This is an optimization exercise on Yosys and OpenROAD, whose aim is small area and a short achievable clock period, not a production implementation.
At most, simulation tests tie the RTL to the original design; equivalence was not proved.
Power is estimated from default activity; no workload was simulated.

// latency_histogram_counters_top
module latency_histogram_counters_top (
  input  logic                  clk_i,
  input  logic                  rst_ni,
  input  logic                  cfg_we_i,
  input  logic [lhc_pkg::CFG_IDX_W-1:0]  cfg_index_i,
  input  logic [lhc_pkg::CFG_DATA_W-1:0] cfg_wdata_i,
  input  logic                  in_valid_i,
  output logic                  in_stall_o,
  input  logic [lhc_pkg::IN_BEAT_W-1:0]  in_beat_i,
  output logic                  out_valid_o,
  input  logic                  out_stall_i,
  output logic [lhc_pkg::OUT_BEAT_W-1:0] out_beat_o
);
  logic accept, load, last;
  logic [lhc_pkg::IDX_W-1:0] load_idx, out_idx;
  logic [lhc_pkg::CNT_W-1:0] out_value;
  lhc_ctrl u_ctrl (
    .clk_i       (clk_i),
    .rst_ni      (rst_ni),
    .in_valid_i  (in_valid_i),
    .command_i   (in_beat_i[18:16]),
    .in_stall_o  (in_stall_o),
    .accept_o    (accept),
    .out_stall_i (out_stall_i),
    .out_valid_o (out_valid_o),
    .load_o      (load),
    .load_idx_o  (load_idx),
    .out_idx_o   (out_idx),
    .out_last_o  (last)
  );
  lhc_dp u_dp (
    .clk_i       (clk_i),
    .rst_ni      (rst_ni),
    .cfg_we_i    (cfg_we_i),
    .cfg_index_i (cfg_index_i),
    .cfg_wdata_i (cfg_wdata_i),
    .accept_i    (accept),
    .command_i   (in_beat_i[18:16]),
    .duration_i  (in_beat_i[15:0]),
    .load_i      (load),
    .load_idx_i  (load_idx),
    .out_value_o (out_value)
  );
  assign out_beat_o = {out_idx, out_value, last};
endmodule
==> module lhc_dp, before the edit <==
module lhc_dp (
  input  logic                  clk_i,
  input  logic                  rst_ni,
  input  logic                  cfg_we_i,
  input  logic [lhc_pkg::CFG_IDX_W-1:0]  cfg_index_i,
  input  logic [lhc_pkg::CFG_DATA_W-1:0] cfg_wdata_i,
  input  logic                  accept_i,
  input  logic [2:0]            command_i,
  input  logic [lhc_pkg::DUR_W-1:0] duration_i,
  input  logic                  load_i,
  input  logic [lhc_pkg::IDX_W-1:0] load_idx_i,
  output logic [lhc_pkg::CNT_W-1:0] out_value_o
);
  localparam int unsigned DUR_W = lhc_pkg::DUR_W;
  localparam int unsigned CNT_W = lhc_pkg::CNT_W;
  localparam int unsigned NLIM  = lhc_pkg::LIMIT_REGS;
  localparam int unsigned TLO_W = 8;
  localparam int unsigned SEG_W = 7;
  localparam int unsigned NSLOW = 11;
  function automatic logic [CNT_W-1:0] cnt_inc(input logic [CNT_W-1:0] q, input logic en);
    logic [CNT_W-1:0] ones;
    ones[0] = 1'b1;
    for (int i = 1; i < CNT_W; i++) ones[i] = ones[i-1] & q[i-1];
    cnt_inc = q ^ ({CNT_W{en}} & ones);
  endfunction
  function automatic logic [SEG_W:0] seg_inc(input logic [SEG_W-1:0] q, input logic cin, input int w);
    logic t;
    seg_inc = '0;
    t = cin;
    for (int i = 0; i < SEG_W; i++) begin
      if (i < w) begin
        seg_inc[i] = q[i] ^ t;
        t = t & q[i];
      end
    end
    seg_inc[SEG_W] = t;
  endfunction
  logic             rec_a, tmo_a, usr_a, ovf_a, cwe_a;
  logic [DUR_W-1:0] dur_a, cdat_a;
  logic [2:0]       cidx_a;
  always_ff @(posedge clk_i or negedge rst_ni) begin
    if (!rst_ni) begin
      rec_a <= 1'b0;
      tmo_a <= 1'b0;
      usr_a <= 1'b0;
      ovf_a <= 1'b0;
      cwe_a <= 1'b0;
    end else begin
      rec_a <= accept_i & (command_i == lhc_pkg::CMD_RECORD);
      tmo_a <= accept_i & (command_i == lhc_pkg::CMD_TIMEOUT);
      usr_a <= accept_i & (command_i == lhc_pkg::CMD_USER);
      ovf_a <= accept_i & (command_i == lhc_pkg::CMD_OVERFLOW);
      cwe_a <= cfg_we_i & (cfg_index_i != 3'd7);
    end
  end
  always_ff @(posedge clk_i) begin
    dur_a  <= duration_i;
    cidx_a <= cfg_index_i;
    cdat_a <= cfg_wdata_i;
  end
  logic [DUR_W-1:0] limit_q [NLIM];
  always_ff @(posedge clk_i or negedge rst_ni) begin
    if (!rst_ni) begin
      for (int i = 0; i < NLIM; i++) begin
        limit_q[i] <= lhc_pkg::LIMIT_RESET[i*DUR_W +: DUR_W];
      end
    end else if (cwe_a) begin
      limit_q[cidx_a] <= cdat_a;
    end
  end
  logic [7:0] hit, hit_b;
  always_comb begin
    logic none;
    none = rec_a;
    for (int i = 0; i < NLIM; i++) begin
      hit[i] = none & (dur_a <= limit_q[i]);
      none   = none & ~(dur_a <= limit_q[i]);
    end
    hit[7] = none;
  end
  always_ff @(posedge clk_i or negedge rst_ni) begin
    if (!rst_ni) hit_b <= '0;
    else         hit_b <= hit;
  end
  logic [CNT_W-1:0] sample_q, timeout_q, user_q, ovfc_q;
  logic [NSLOW-1:0] slow_en;
  logic [CNT_W-1:0] slow_q [NSLOW];
  logic [1:0]       slow_cy_q [NSLOW];
  logic [TLO_W-1:0] tot_lo_q;
  logic [CNT_W-TLO_W-1:0] tot_hi_q;
  logic             tot_cy_q;
  logic [TLO_W:0]   tot_lo_sum;
  logic [DUR_W-1:0] peak_q;
  logic [CNT_W-1:0] bin_q [8];
  assign tot_lo_sum = {1'b0, tot_lo_q} + (rec_a ? (TLO_W+1)'(dur_a[TLO_W-1:0]) : '0);
  always_ff @(posedge clk_i or negedge rst_ni) begin
    if (!rst_ni) begin
      sample_q  <= '0;
      tot_lo_q  <= '0;
      tot_hi_q  <= '0;
      tot_cy_q  <= 1'b0;
      peak_q    <= '0;
      for (int k = 0; k < NSLOW; k++) begin
        slow_q[k]    <= '0;
        slow_cy_q[k] <= '0;
      end
    end else begin
      sample_q  <= cnt_inc(sample_q, rec_a);
      for (int k = 0; k < NSLOW; k++) begin
        logic [SEG_W:0] s0, s1, s2;
        s0 = seg_inc(slow_q[k][6:0], slow_en[k], 7);
        s1 = seg_inc(slow_q[k][13:7], slow_cy_q[k][0], 7);
        s2 = seg_inc({1'b0, slow_q[k][19:14]}, slow_cy_q[k][1], 6);
        slow_q[k]    <= {s2[5:0], s1[6:0], s0[6:0]};
        slow_cy_q[k] <= {s1[SEG_W], s0[SEG_W]};
      end
      {tot_cy_q, tot_lo_q} <= tot_lo_sum;
      tot_hi_q <= tot_hi_q + (rec_a ? (CNT_W-TLO_W)'(dur_a[DUR_W-1:TLO_W]) : '0)
                           + (CNT_W-TLO_W)'(tot_cy_q);
      if (rec_a && (dur_a > peak_q)) peak_q <= dur_a;
    end
  end
  assign slow_en = {ovf_a, usr_a, tmo_a, hit_b};
  always_comb begin
    for (int i = 0; i < 8; i++) bin_q[i] = slow_q[i];
    timeout_q = slow_q[8];
    user_q    = slow_q[9];
    ovfc_q    = slow_q[10];
  end
  logic [CNT_W-1:0] snap_val;
  always_comb begin
    case (load_idx_i)
      4'd0:    snap_val = sample_q;
      4'd1:    snap_val = {tot_hi_q, tot_lo_q};
      4'd2:    snap_val = CNT_W'(peak_q);
      4'd3:    snap_val = bin_q[0];
      4'd4:    snap_val = bin_q[1];
      4'd5:    snap_val = bin_q[2];
      4'd6:    snap_val = bin_q[3];
      4'd7:    snap_val = bin_q[4];
      4'd8:    snap_val = bin_q[5];
      4'd9:    snap_val = bin_q[6];
      4'd10:   snap_val = bin_q[7];
      4'd11:   snap_val = timeout_q;
      4'd12:   snap_val = user_q;
      default: snap_val = ovfc_q;
    endcase
  end
  always_ff @(posedge clk_i or negedge rst_ni) begin
    if (!rst_ni)     out_value_o <= '0;
    else if (load_i) out_value_o <= snap_val;
  end
endmodule
Settings: LEC_CHECK=0, CAP_MARGIN=20, CORE_MARGIN=2, CORE_UTILIZATION=40, CTS_BUF_LIST=sky130_fd_sc_hd__clkbuf_16, CTS_CLUSTER_DIAMETER=100, CTS_CLUSTER_SIZE=30, SETUP_SLACK_MARGIN=3.6, SLEW_MARGIN=20; clock period 6.0 ns.
standard.sh (not shown) runs the stock make flow with config.mk's settings and CLKGATE_MAP_FILE= SYNTH_SCRIPT=/design/flow/synth_recipe.tcl, a recipe that flattens the netlist after the stock synthesis.
==> flow/flow/run.sh <==
#!/bin/bash
# Own flow: the standard layout with two changes.
#  1. Synthesis is the standard synthesis script (synth_recipe_mix.tcl is
#     synth_recipe.tcl plus a wrapper around ORFS's final abc call): the logic
#     cone that feeds the snapshot output value register is mapped with an
#     area-recovering ABC script (abc_area_nf.script), the rest with ORFS's
#     standard ABC script. Flip-flops are mapped before that call, so the
#     registers, their names and cell types are the standard synthesis's.
#  2. Ports are buffered with buf_2 cells instead of the delay buffers that
#     port buffering otherwise picks.
# Each step's full output goes to a log file of its own in this folder.
set -euo pipefail
W=$PWD
bash standard.sh "SYNTH_SCRIPT=$W/flow/synth_recipe_mix.tcl" \
  "MIX_AREA_SCRIPT=$W/flow/abc_area_nf.script" synth > "$W/synth.log" 2>&1
bash standard.sh "BUFFER_PORTS_ARGS=-buffer_cell sky130_fd_sc_hd__buf_2" finish > "$W/layout.log" 2>&1
==> flow/flow/abc_area_nf.script <==
&get -n
&st
&dch
&nf -R 1000
&put
==> flow/flow/synth_recipe_mix.tcl <==
proc synth {args} { yosys synth -nofsm -noshare {*}$args }
# The final technology mapping (ORFS's synth.tcl calls abc once, after the
# flip-flops are mapped): the cone feeding the snapshot output value register
# is mapped first with an area-recovering ABC script, the rest as standard.
proc abc {args} {
  set i [lsearch -exact $args -script]
  set area_args [lreplace $args [expr {$i + 1}] [expr {$i + 1}] $::env(MIX_AREA_SCRIPT)]
  set stop {}
  foreach t {dfrtp_1 dfrtp_2 dfrtp_4 dfstp_1 dfstp_2 dfstp_4 dfxtp_1 dfxtp_2 dfxtp_4 edfxtp_1} {
    lappend stop "sky130_fd_sc_hd__$t"
  }
  yosys select -set rdd c:*out_value_o* %ci1:+[join $stop ,]\[D\] c:*out_value_o* %d
  yosys select -set rdcone @rdd %ci*:-[join $stop ,]
  yosys select -set rdgates @rdcone t:\$_* %i
  yosys tee -o $::env(REPORTS_DIR)/mix_cone.txt select -count @rdgates
  yosys abc {*}$area_args @rdgates
  yosys abc {*}$args
}
source $::env(SCRIPTS_DIR)/synth.tcl
# left out here: clear keep_hierarchy, flatten, clean up, hide names made inside functions, write 1_2_yosys.v
The baseline completed without violations.
Change:
--- a/flow/design.v
+++ b/flow/design.v
@@ -80,13 +80,13 @@
   input  logic [lhc_pkg::IDX_W-1:0] load_idx_i,
   output logic [lhc_pkg::CNT_W-1:0] out_value_o
 );
   localparam int unsigned DUR_W = lhc_pkg::DUR_W;
   localparam int unsigned CNT_W = lhc_pkg::CNT_W;
   localparam int unsigned NLIM  = lhc_pkg::LIMIT_REGS;
-  localparam int unsigned TLO_W = 8;
+  localparam int unsigned TLO_W = CNT_W / 2;
   localparam int unsigned SEG_W = 7;
   localparam int unsigned NSLOW = 11;
   function automatic logic [CNT_W-1:0] cnt_inc(input logic [CNT_W-1:0] q, input logic en);
     logic [CNT_W-1:0] ones;
     ones[0] = 1'b1;
     for (int i = 1; i < CNT_W; i++) ones[i] = ones[i-1] & q[i-1];
Effect: The changed run ran to the end with no violations. Via count is higher by 1.1%. Routed wire length is about the same. Core utilization is lower by 0.87 points. Power is lower by 2.5%. Clock skew hardly moves. Synthesized area is higher by about 0.8%. Critical path depth is higher by 3. Combinational power barely changes. Final cell count stays flat. Register-to-register slack gains 96 ps. Flip-flop and latch count stays the same. Setup slack gains 96 ps. Worst hold slack gains 4.7 ps.
For the first run of this note, only the layout was checked, not whether the RTL still works.

afterwards: timing with drivers on the ports:
In the flow no input, the clock included, has a driving cell. The finished layouts below were timed again as built, in two steps.
Step 1: set_driving_cell puts a clkbuf_16 on clk_i and a buf_2 on each other input, an assumption about the parent block.
Step 2 also shifts input and output timing later by t, the mid clock arrival at the registers, as if the neighbouring blocks saw the same clock.
a / b / c = ideal ports / drivers / drivers and shift; a / b = the first two.
run | t, ns | setup slack, ns | worst hold slack (ns) | latest minus earliest clock arrival (ns) | cell pins on the clock port's net
the first run | 0.633 | 3.554 / 3.554 / 3.250 | 0.472 / 0.472 / 0.472 | 0.021 / 0.021 | 1
the second run | 0.621 | 3.650 / 3.595 / 3.224 | 0.476 / 0.476 / 0.476 | 0.020 / 0.020 | 1
After both steps every run listed still meets setup and hold. The setup slack of the second run, which loses most, moves by -0.055 ns with the drivers and by -0.426 ns with both steps.
